What follows belongs to an exercise in optimizing a design on an open flow for small area, a short achievable clock period and few clock cycles per item; a production flow would make more cautious choices. At most, simulation tests tie the RTL to the original design; equivalence was not proved. Power and IR drop assume default switching activity.

Setup of harbor:
// pwm_timing_param_calc
module pwm_timing_param_calc #(
   parameter int PERIOD_BITS  = 16,
   parameter int MAX_DIV_CODE = 7
) (
   input  logic        clock,
   input  logic        reset,
   input  logic        req_start,
   output logic        busy,
   input  logic [6:0]  req_percent,
   output logic        rsp_valid,
   output logic [2:0]  rsp_div_code,
   output logic [7:0]  rsp_prescale_code,
   output logic [15:0] rsp_period_code,
   output logic [15:0] rsp_duty_code,
   output logic        rsp_duty_zero,
   output logic [1:0]  rsp_status,
   input  logic        csr_valid,
   output logic        csr_ready,
   input  logic [0:0]  csr_index,
   input  logic [31:0] csr_wdata
);
   localparam logic [30:0] G1 = 31'd1000000000;
   localparam logic [34:0] FIT_LIMIT = 35'd16776960;    
   localparam logic [7:0]  PCT100 = 8'd100;
   localparam logic [3:0] CF_DONE  = 4'd0;
   localparam logic [3:0] CF_CLK   = 4'd1;    
   localparam logic [3:0] CF_CLKR  = 4'd2;    
   localparam logic [3:0] CF_CLKS  = 4'd3;    
   localparam logic [3:0] CF_CQ    = 4'd4;    
   localparam logic [3:0] CF_CQF   = 4'd5;    
   localparam logic [3:0] CF_CYC   = 4'd6;    
   localparam logic [3:0] CF_CYF   = 4'd7;    
   localparam logic [3:0] CF_FIT   = 4'd8;    
   localparam logic [3:0] CF_PRE   = 4'd9;    
   localparam logic [3:0] CF_DP3   = 4'd10;   
   localparam logic [3:0] CF_WAIT  = 4'd11;   
   localparam logic [3:0] CF_PDEC  = 4'd12;   
   localparam logic [3:0] CF_CYS   = 4'd13;   
   localparam logic [3:0] CF_CQS   = 4'd14;   
   localparam logic [3:0] CF_CLKT  = 4'd15;   
   localparam logic [1:0] A_EMPTY = 2'd0;
   localparam logic [1:0] A_WAIT  = 2'd1;    
   localparam logic [1:0] A_RUN   = 2'd2;
   localparam logic [1:0] A_DONE  = 2'd3;
   logic [31:0] per_r;
   logic [2:0]  kq;          
   logic [30:0] kr;          
   logic        k_raw;
   logic [27:0] cqq;
   logic [30:0] cqr;
   logic [6:0]  rr;
   logic [6:0]  rr100;       
   logic [7:0]  rr200;       
   logic [2:0]  divc;
   logic [2:0]  divc_o;      
   logic [7:0]  prem1;
   logic [16:0] dp;          
   logic [18:0] dp3;         
   logic [15:0] period;
   logic        psat;
   logic        st2;
   logic        nofit;
   logic        szero;
   logic        cfg_a_ok;    
   logic        cfg_ok;      
   logic [3:0]  cf_st;
   logic [1:0]  a_st;
   logic [6:0]  a_pct;
   logic        a_bad;
  ...
Size: roughly 4,000 cells after synthesis, roughly 93 I/O pins.
export LEC_CHECK = 0
export CAP_MARGIN = 20
export CORE_MARGIN = 2
export CORE_UTILIZATION = 60
export PLACE_DENSITY = 0.72
export SETUP_SLACK_MARGIN = 4.0
export SLEW_MARGIN = 20
create_clock -name core_clock -period 8.0 [get_ports {clock}]
run.sh (not shown) runs the stock make flow with config.mk's settings and CLKGATE_MAP_FILE= SYNTH_SCRIPT=/design/flow/synth_recipe.tcl, a recipe that flattens the netlist after the stock synthesis.
Testbench counts of harbor, summed over its fixed seeds: cycles 23,369, items 2,400.
Input changes introduced in quartz (baseline for comparison: harbor):
--- a/flow/design.v
+++ b/flow/design.v
@@ -75,22 +75,20 @@
    localparam logic [1:0] A_WAIT  = 2'd1;    
    localparam logic [1:0] A_RUN   = 2'd2;
    localparam logic [1:0] A_DONE  = 2'd3;
    logic [31:0] per_r;
    logic [2:0]  kq;          
    logic [30:0] kr;          
    logic        k_raw;
    logic [27:0] cqq;
    logic [30:0] cqr;
    logic [6:0]  rr;
-   logic [6:0]  rr100;       
-   logic [7:0]  rr200;       
    logic [2:0]  divc;
    logic [2:0]  divc_o;      
    logic [7:0]  prem1;
    logic [16:0] dp;          
    logic [18:0] dp3;         
    logic [15:0] period;
    logic        psat;
    logic        st2;
    logic        nofit;
    logic        szero;
@@ -143,28 +141,26 @@
    logic [4:0]  ysm;
    logic [30:0] xr_sel;
    logic [32:0] x_bin;
    logic        x_ge;
    logic [34:0] y_res0, y_fin;
    assign m_clk  = (cf_st == CF_CLKR);
    assign m_cq   = (cf_st == CF_CQ);
    assign m_cyc  = (cf_st == CF_CYC);
    assign a_step = m_clk || m_cq || m_cyc || (a_st == A_RUN);
    assign p_next = m_cyc ? PCT100[cnt[2:0] - 3'd1] : (!m_cq && a_pct[5]);
-   logic [7:0] tt;
-   assign tt = {a_t, 1'b0};
-   assign ta = {1'b0, tt} + {2'b0, rr};              
+   assign ta = {1'b0, a_t, 1'b0} + {2'b0, rr};       
    assign tb = {a_t, m_cq & a_pn};                   
    always_comb begin
-      if (tt >= rr200)             begin ua = 2'd2; ta_n = 7'(tt - rr200);        end
-      else if (tt >= {1'b0, rr100}) begin ua = 2'd1; ta_n = 7'(tt - {1'b0, rr100}); end
-      else                         begin ua = 2'd0; ta_n = ta[6:0];              end
+      if (ta >= 9'd200)      begin ua = 2'd2; ta_n = 7'(ta - 9'd200); end
+      else if (ta >= 9'd100) begin ua = 2'd1; ta_n = 7'(ta - 9'd100); end
+      else                   begin ua = 2'd0; ta_n = ta[6:0];         end
       if (tb >= 8'd100)      begin ub = 2'd1; tb_n = 7'(tb - 8'd100); end
       else                   begin ub = 2'd0; tb_n = tb[6:0];         end
       if (p_next) begin u_n = ua; t_n = ta_n; end
       else        begin u_n = ub; t_n = tb_n; end
    end
    logic [5:0] e_c1, e_c2;
    assign e_c1 = {2'b0, cqr[30:27]} + {2'b0, kr[30:27]};
    assign e_c2 = {2'b0, cqr[30:27]} + {1'b0, kr[30:26]};
    always_comb begin
       case ({p_next, u_n})
@@ -390,22 +386,20 @@
             CF_CLKR: begin
                cf_st <= CF_CLKT;
             end
             CF_CLKT: begin
                ys    <= {2'b0, x_bin};
                cf_st <= CF_CLKS;
             end
             CF_CQ: begin
                if (cnt == 5'd0) begin
                   rr    <= a_t;
-                  rr100 <= 7'd100 - a_t;
-                  rr200 <= 8'd200 - {1'b0, a_t};
                   cf_st <= CF_CQF;
                end
             end
             CF_CQF: begin
                if (!s_v && !(c_busy && !c_prd)) begin
                   s_y   <= y_res0;
                   s_d   <= a_d;
                   s_inc <= x_ge;
                   ys    <= {2'b0, x_bin};
                   cf_st <= CF_CQS;
[summary]
Flop and latch count out of synthesis was higher in the run labelled harbor.
The iteration-0 DRC count of the detailed router of quartz is higher than that of harbor.
quartz ends up with a cell count after synthesis that is 45 lower than in harbor.
In the reports for harbor and quartz, the larger clock insertion delay at the later pin of the skew report belongs to harbor.
From harbor to quartz the numbers moved as follows: wire length went up about 3%; logic gate share of total power has increased.
Delta (quartz minus harbor): synthesized area shows a reduction of about 2%; die area shrank by 2.1%.
Of the two values seen for end point of the critical path, s_inc$_DFFE_PP_ was produced by quartz and s_y[34]$_DFFE_PP_ by harbor.
Function not checked in quartz: the RTL went through the layout flow alone.

---

== alpha ==
Another version of the RTL of pwm_timing_param_calc (not shown whole).
Size: ~4,000 cells after synthesis, roughly 490 flip-flops, about 93 I/O pins, about 0.038 sq mm of cells after synthesis.
## pwm_timing_param_calc
module pwm_timing_param_calc #(
   parameter int PERIOD_BITS  = 16,
   parameter int MAX_DIV_CODE = 7
) (
   input  logic        clock,
   input  logic        reset,
   input  logic        req_start,
   output logic        busy,
   input  logic [6:0]  req_percent,
   output logic        rsp_valid,
   output logic [2:0]  rsp_div_code,
   output logic [7:0]  rsp_prescale_code,
   output logic [15:0] rsp_period_code,
   output logic [15:0] rsp_duty_code,
   output logic        rsp_duty_zero,
   output logic [1:0]  rsp_status,
   input  logic        csr_valid,
   output logic        csr_ready,
   input  logic [0:0]  csr_index,
   input  logic [31:0] csr_wdata
);
==> flow/config.mk <==
export PLATFORM = sky130hd
export DESIGN_NAME = pwm_timing_param_calc
export DESIGN_NICKNAME = pwm_timing_param_calc
export VERILOG_FILES = /design/flow/design.v
export SDC_FILE = /design/flow/constraint.sdc
export NUM_CORES = 4
export LEC_CHECK = 0
export CAP_MARGIN = 20
export CORE_MARGIN = 2
export CORE_UTILIZATION = 60
export PLACE_DENSITY = 0.72
export SETUP_SLACK_MARGIN = 3.5
export SLEW_MARGIN = 20
==> flow/constraint.sdc <==
create_clock -name core_clock -period 8.0 [get_ports {clock}]
set_input_delay 1.6000 -clock core_clock [delete_from_list [all_inputs] [get_ports {clock}]]
set_output_delay 1.6000 -clock core_clock [all_outputs]
set_load 0.01 [all_outputs]
The inputs of beta differ from those of alpha as listed below.
-- flow/design.v --
<<< alpha, line 200
   assign y_fin  = s_y + {31'd0, {1'b0, s_d} + {3'b0, s_inc}};
   assign xr_sel = ys[32] ? yc[30:0] : ys[30:0];
   logic [4:0] cq_cnt;
   logic [5:0] cq_top;
   logic       cq_pn;
   always_comb begin
      if (per_r[31:8] == '0)       begin cq_cnt = 5'd2;  cq_top = per_r[7:2];   cq_pn = per_r[1];  end
      else if (per_r[31:12] == '0) begin cq_cnt = 5'd6;  cq_top = per_r[11:6];  cq_pn = per_r[5];  end
      else if (per_r[31:16] == '0) begin cq_cnt = 5'd10; cq_top = per_r[15:10]; cq_pn = per_r[9];  end
      else if (per_r[31:20] == '0) begin cq_cnt = 5'd14; cq_top = per_r[19:14]; cq_pn = per_r[13]; end
      else if (per_r[31:24] == '0) begin cq_cnt = 5'd18; cq_top = per_r[23:18]; cq_pn = per_r[17]; end
      else if (per_r[31:28] == '0) begin cq_cnt = 5'd22; cq_top = per_r[27:22]; cq_pn = per_r[21]; end
      else                         begin cq_cnt = 5'd26; cq_top = per_r[31:26]; cq_pn = per_r[25]; end
   end
   logic [34:0] scaled;
>>> beta, line 200
   assign y_fin  = s_y + {31'd0, {1'b0, s_d} + {3'b0, s_inc}};
   assign xr_sel = ys[32] ? yc[30:0] : ys[30:0];
   logic [4:0] cq_start;
   logic [6:0] cq_top;
   logic       cq_pn;
   always_comb begin
      if (per_r[31:8] == '0)       begin cq_start = 5'd1;  cq_top = per_r[7:1];   cq_pn = per_r[0];  end
      else if (per_r[31:12] == '0) begin cq_start = 5'd5;  cq_top = per_r[11:5];  cq_pn = per_r[4];  end
      else if (per_r[31:16] == '0) begin cq_start = 5'd9;  cq_top = per_r[15:9];  cq_pn = per_r[8];  end
      else if (per_r[31:20] == '0) begin cq_start = 5'd13; cq_top = per_r[19:13]; cq_pn = per_r[12]; end
      else if (per_r[31:24] == '0) begin cq_start = 5'd17; cq_top = per_r[23:17]; cq_pn = per_r[16]; end
      else if (per_r[31:28] == '0) begin cq_start = 5'd21; cq_top = per_r[27:21]; cq_pn = per_r[20]; end
      else                         begin cq_start = 5'd25; cq_top = per_r[31:25]; cq_pn = per_r[24]; end
   end
   logic [34:0] scaled;
<<< alpha, line 216
   logic [7:0]  pm1;
   assign scaled = {c_r[18:0], c_yq};
   logic [8:0]  h1, h2, pre_v;
   assign hl     = {9'b0, scaled[23:16]} + {1'b0, scaled[15:0]};
   assign h1     = {1'b0, scaled[23:16]} + 9'd1;
   assign h2     = {1'b0, scaled[23:16]} + 9'd2;
   assign pm1    = hl[16] ? h1[7:0] : scaled[23:16];
   assign pre_v  = hl[16] ? h2 : h1;
   logic [18:0] q4;
   logic [19:0] df1, df2, df3;
>>> beta, line 216
   logic [7:0]  pm1;
   assign scaled = {c_r[18:0], c_yq};
   assign hl     = {9'b0, scaled[23:16]} + {1'b0, scaled[15:0]};
   assign pm1    = scaled[23:16] + 8'(hl[16]);
   logic [18:0] q4;
   logic [19:0] df1, df2, df3;
<<< alpha, line 330
                     k_raw <= 1'b0;
                  end
                  a_u   <= 2'd0;
                  a_t   <= {1'b0, cq_top};
                  a_e34 <= 6'd0;
                  a_pn  <= cq_pn;
                  a_p   <= 1'b0;
>>> beta, line 326
                     k_raw <= 1'b0;
                  end
                  if (cq_top >= 7'd100) begin
                     a_u   <= 2'd1;
                     a_t   <= cq_top - 7'd100;
                     a_e34 <= {2'b0, (cf_st == CF_CLKS) ? xr_sel[30:27] : kr[30:27]};
                  end else begin
                     a_u   <= 2'd0;
                     a_t   <= cq_top;
                     a_e34 <= 6'd0;
                  end
                  a_pn  <= cq_pn;
                  a_p   <= 1'b0;
<<< alpha, line 340
                  ys    <= '0;
                  yc    <= '0;
                  cnt   <= cq_cnt;
                  cf_st <= CF_CQ;
               end
>>> beta, line 342
                  ys    <= '0;
                  yc    <= '0;
                  cnt   <= cq_start;
                  cf_st <= CF_CQ;
               end
<<< alpha, line 394
            end
            CF_CYS: begin
               {c_r, c_yq} <= y_fin;
               divc     <= 3'd0;
               cf_st    <= CF_FIT;
            end
            CF_FIT: begin
               {c_r, c_yq} <= scaled >> 1;
               if ((scaled >> 1) <= FIT_LIMIT || divc == 3'd7) begin
                  nofit <= ((scaled >> 1) > FIT_LIMIT);
                  szero <= ((scaled >> 1) == 35'd0);
                  cf_st <= CF_PRE;
               end else begin
                  divc <= divc + 3'd1;
               end
>>> beta, line 396
            end
            CF_CYS: begin
               {c_r, c_yq} <= y_fin >> 1;
               divc     <= 3'd0;
               cf_st    <= CF_FIT;
            end
            CF_FIT: begin
               if (scaled <= FIT_LIMIT || divc == 3'd7) begin
                  nofit <= (scaled > FIT_LIMIT);
                  szero <= (scaled == 35'd0);
                  cf_st <= CF_PRE;
               end else begin
                  {c_r, c_yq} <= scaled >> 1;
                  divc <= divc + 3'd1;
               end
<<< alpha, line 418
               end else begin
                  prem1 <= pm1;
                  dp    <= 17'(pre_v);
               end
               st2    <= nofit || szero;
>>> beta, line 420
               end else begin
                  prem1 <= pm1;
                  dp    <= 17'(pm1) + 17'd1;
               end
               st2    <= nofit || szero;
[summary]
Compare alpha and beta | total wire length after detailed routing lower: beta. Against alpha, beta comes in 1.8% higher on cell count. The total of plain and repair buffers excluding clock buffers in beta sits about 9% below the value recorded for alpha. Having completed the whole flow, beta delivered a layout that passed the timing, DRC and antenna checks. Switching share of total power ends up higher on beta. Sort alpha and beta by headroom to the max-slew limit, descending, and beta comes first. [beta] power share of the clock group rose 0.3 points relative to alpha. beta against alpha: cell-internal power now larger; synthesized cell count now larger; setup slack now larger; via count now larger. NOTE: XOR/XNOR share of the synthesized area in beta falls short of that of alpha. Number of buffers created by CTS is lower on alpha.
No run of this note included a check of the RTL's function; only the layout flow was run.

[port drivers added, routing unchanged]
In the flow no input, the clock included, has a driving cell. The finished layouts below were timed again as built, in two steps.
Step 1: set_driving_cell puts a clkbuf_16 on clock and a buf_2 on each other input, an assumption about the parent block.
Step 2, shift: input delay + t, output delay - t, t = (earliest + latest rising clock arrival at the registers) / 2. This alone moves slack from input paths to output paths.
Slacks: ideal ports / drivers / drivers and shift; pairs: ideal ports / drivers.
run | t, ns | setup slack, ns | worst setup path at the end | worst data-port slew with drivers (ns)
harbor | 0.690 | 4.135 / 4.135 / 3.531 | input to register | 0.08
quartz | 0.677 | 4.090 / 4.090 / 3.747 | input to register | 0.07
alpha | 0.676 | 3.720 / 3.720 / 3.179 | input to register | 0.04
beta | 0.680 | 3.731 / 3.731 / 3.220 | input to register | 0.06
After both steps setup and hold are still met in every run listed. For harbor, which loses most, drivers alone change the setup slack by 0.000 ns; drivers and shift together by -0.604 ns.
